Source: an optimization exercise on an open RTL-to-GDS flow (aim: small area, a short achievable clock period and few clock cycles per item). Production flows keep margins and buffers that such runs may drop. The RTL was checked by simulation tests, not by an equivalence proof against the original design.

north:
## md_iter_unit
module md_iter_unit #(
  parameter int unsigned WIDTH = 32
) (
  input  logic             clk,
  input  logic             rst_n,
  input  logic             start,
  input  logic [2:0]       funct3,
  input  logic [WIDTH-1:0] op1,
  input  logic [WIDTH-1:0] op2,
  input  logic             flush,
  output logic             busy,
  output logic             done,
  output logic [WIDTH-1:0] result,
  output logic             zero
);
Size in the first run: about 3000 cells after synthesis.
Settings: LEC_CHECK=0, CAP_MARGIN=10, CORE_MARGIN=2, CORE_UTILIZATION=40, PLACE_DENSITY=0.6, SLEW_MARGIN=10; clock period 10.5 ns.
standard.sh (not shown) runs the stock make flow with config.mk's settings and CLKGATE_MAP_FILE= SYNTH_SCRIPT=/design/flow/synth_recipe.tcl, a recipe that flattens the netlist after the stock synthesis.
==> flow/flow/run.sh <==
#!/bin/bash
# Standard ORFS layout with two changes in how it is made (clock, constraints and steps stay
# the design's): port buffers use buf_2 rather than the cell buffer_ports picks by default,
# and repair_timing is asked to leave the setup margin in flow/margin.txt.
set -euo pipefail
MARGIN=$(cat flow/margin.txt)
bash standard.sh SETUP_SLACK_MARGIN=$MARGIN \
  "BUFFER_PORTS_ARGS=-buffer_cell sky130_fd_sc_hd__buf_2" finish > flow_standard.log 2>&1
==> flow/flow/margin.txt <==
5.75
Testbench counts of north, summed over its fixed seeds: cycles 147,735, items 24,000.
### north -> south
==> flow/flow/margin.txt <==
5.5
- Max freq north -> south: degraded
- | buffers inserted during post-CTS setup optimization | south vs north | 8 lower |
- Changes observed in south relative to north: area fraction in and, or, nand and nor cells after synthesis comparable; cell count now smaller; count of vias placed by the detailed router now smaller.
- south reports its classification of the worst setup path as in2reg while north reports reg2out.
- Reported for north and south, number of nets in the synthesized netlist turned out identical to the last digit.
- On south: buffer and inverter count on the worst path is 1 higher than what north gave.
- Looking at overall fraction of global-route tracks in use, south sits below north.
For east, these inputs were changed with respect to south:
==> flow/flow/margin.txt <==
6.0
==> comparison <==
Changes observed in east relative to south: number of inserted filler cells in the final layout shrank by 257; area of combinational cells with multiple inputs climbed 820 µm². Looking at portion of the clock cycle consumed by the worst path in the final layout, east sits 2.8 points below south. Per the comparison of east with south, synthesized cell count roughly the same.
### east -> west
# east
export LEC_CHECK = 0
export CAP_MARGIN = 10
export CORE_MARGIN = 2
export CORE_UTILIZATION = 40
export PLACE_DENSITY = 0.6
export SLEW_MARGIN = 10
create_clock -name core_clock -period 10.5 [get_ports {clk}]
# west
export LEC_CHECK = 0
export CAP_MARGIN = 5
export CORE_MARGIN = 2
export CORE_UTILIZATION = 40
export PLACE_DENSITY = 0.6
export SLEW_MARGIN = 5
create_clock -name core_clock -period 10.5 [get_ports {clk}]
==> flow/flow/margin.txt <==
5.75
### Flow results
- west completed; timing, DRC and antenna clean
- Non-clock buffer count, east and west: lower on west
- Per the comparison of west with east, global-route wire length before repair barely changed.
- Against east, weighted congestion reported at the end of routability-driven placement in west fell by a few percent.
- Minimum period implied by the final worst setup slack in west is 100 ps above east.
- STATUS final critical-path setup slack: west loses against east
- Wire length ends up higher on east.
- west against east; cell count is down by a few percent.
- Total global-route track usage delta (west -> east): insignificant
- In the tables for east and west, via count of the first global-routing pass reads higher with east.
Edits applied to the flow inputs when going from west to middle:
# west
export LEC_CHECK = 0
export CAP_MARGIN = 5
export CORE_MARGIN = 2
export CORE_UTILIZATION = 40
export PLACE_DENSITY = 0.6
export SLEW_MARGIN = 5
create_clock -name core_clock -period 10.5 [get_ports {clk}]
# middle
export LEC_CHECK = 0
export CAP_MARGIN = 10
export CORE_MARGIN = 2
export CORE_UTILIZATION = 40
export PLACE_DENSITY = 0.6
export SLEW_MARGIN = 10
create_clock -name core_clock -period 10.5 [get_ports {clk}]
==> flow/flow/margin.txt <==
5.25
--- outcome ---
From west to middle the numbers moved as follows: multi-input gate area in the final layout saw a decrease.
Compared with west, middle ends up with less cell area.
middle ends up with higher count of buffering cells on the critical path with inverters included than west does.
The cell type of the slowest stage on the worst timing path comes out sky130_fd_sc_hd__or3_4 in one run and sky130_fd_sc_hd__or4_4 in the other, namely in middle and west respectively.

md_iter_unit, a different RTL version from the one above (not shown whole).
Size in the first run: ~170 flip-flops.
// md_iter_unit
module md_iter_unit #(
  parameter int unsigned WIDTH = 32
) (
  input  logic             clk,
  input  logic             rst_n,
  input  logic             start,
  input  logic [2:0]       funct3,
  input  logic [WIDTH-1:0] op1,
  input  logic [WIDTH-1:0] op2,
  input  logic             flush,
  output logic             busy,
  output logic             done,
  output logic [WIDTH-1:0] result,
  output logic             zero
);
  typedef enum logic [2:0] {
    StIdle = 3'd0,
    StPrep = 3'd1,
    StMul  = 3'd2,
    StDiv  = 3'd3,
    StFix  = 3'd4,
    StDone = 3'd5,
    StMfix = 3'd6,
    StCor  = 3'd7
  } state_e;
  state_e      state_q, state_d;
  logic [31:0] xr_q, xr_d;       
  logic [35:0] yr_q, yr_d;       
  logic [63:0] acc_q, acc_d;     
  logic [2:0]  f_q, f_d;         
  logic [5:0]  cnt_q, cnt_d;     
  logic        sx_q, sx_d;       
  logic        sy_q, sy_d;       
  logic [5:0]  wx_q, wx_d;       
  logic [5:0]  wy_q, wy_d;
  logic        mx_q, mx_d;       
  logic        my_q, my_d;
  logic        xs_q, xs_d;       
  logic        fix_q, fix_d;     
  logic        rneg_q, rneg_d;   
  logic [5:0]  bc_q, bc_d;       
  logic [1:0]  rsel_q, rsel_d;   
  logic [1:0]  kq_q, kq_d;       
  logic accept;
  assign accept = start && !flush && (state_q == StIdle || state_q == StDone);
  function automatic logic [5:0] width32(input logic [31:0] v);
  ...
Settings: LEC_CHECK=0, CAP_MARGIN=20, CORE_MARGIN=2, CORE_UTILIZATION=40, PLACE_DENSITY=0.6, SETUP_SLACK_MARGIN=5, SLEW_MARGIN=20; clock period 10.5 ns.
run.sh (not shown) runs the stock make flow with config.mk's settings and CLKGATE_MAP_FILE= SYNTH_SCRIPT=/design/flow/synth_recipe.tcl, a recipe that flattens the netlist after the stock synthesis.
Stock flow here: none of the scripts above is used.
The starting point went through all stages and came out clean.
Testbench counts at the start, summed over its fixed seeds: cycles 162,402, items 24,000.
Change:
==> flow/flow/run.sh (new file) <==
#!/bin/bash
# Standard ORFS layout with two changes in how it is made (clock, constraints and steps stay
# the design's): port buffers use buf_4 rather than the cell buffer_ports picks by default,
# and repair_timing is asked to leave the setup margin in flow/margin.txt.
set -euo pipefail
MARGIN=$(cat flow/margin.txt)
bash standard.sh SETUP_SLACK_MARGIN=$MARGIN \
  "BUFFER_PORTS_ARGS=-buffer_cell sky130_fd_sc_hd__buf_4" finish > flow_standard.log 2>&1
==> flow/flow/margin.txt (new file) <==
5
==> flow/standard.sh (new file) <==
#!/bin/bash
# synth_recipe.tcl (not shown) runs the flow's synth.tcl, then flattens the netlist and writes it again
# the make line also repeats each setting of config.mk as NAME=value (left out here)
make -C /OpenROAD-flow-scripts/flow DESIGN_CONFIG=/design/flow/config.mk WORK_HOME=/design/flow/orfs CLKGATE_MAP_FILE= SYNTH_SCRIPT=/design/flow/synth_recipe.tcl "${@:-finish}"
- SETUP_SLACK_MARGIN: 5 -> default
removed: flow/run.sh
Synthesized area does not change.
First-iteration DRC count goes down by 6.2%.
Hold slack loses 12 ps.
Die area does not change.
Critical path depth grows by 12.
Via count drops by 0.65%.
Wire length fell by 2.5%.

-- afterwards: timing with drivers on the ports --
The results above use ideal ports. As a check the final layouts listed here were re-extracted and re-timed, cells and wires unchanged.
Step 1, drivers: a clkbuf_16 drives clk and a buf_2 each remaining input, both assumed.
Step 2 moves the port delays by t, midway between the first and last clock arrival at a register: inputs arrive t later, outputs are due t later. That takes back most of the time a late clock gives input paths.
Three values: ideal, step 1, step 2; two values: the first two.
run	t (ns)	setup WS [ns]	worst register clock-pin slew, ns	worst slew at a driven data input, ns	cell pins on the clock port's net
north	0.593	5.736 / 5.675 / 5.263	0.10 / 0.10	0.04	1
south	0.574	5.545 / 5.584 / 5.010	0.09 / 0.09	0.04	1
east	0.565	5.837 / 5.776 / 5.314	0.09 / 0.09	0.09	1
west	0.593	5.736 / 5.675 / 5.263	0.10 / 0.10	0.04	1
middle	0.567	5.379 / 5.376 / 4.848	0.09 / 0.09	0.04	1
the first run of note 2	0.568	5.144 / 5.081 / 5.377	0.08 / 0.08	0.07	1
the second run of note 2	0.569	5.220 / 5.220 / 5.220	0.08 / 0.08	0.06	1
After both steps every run listed still meets setup and hold. For south, which loses most, drivers alone change the setup slack by +0.039 ns; drivers and shift together by -0.535 ns.
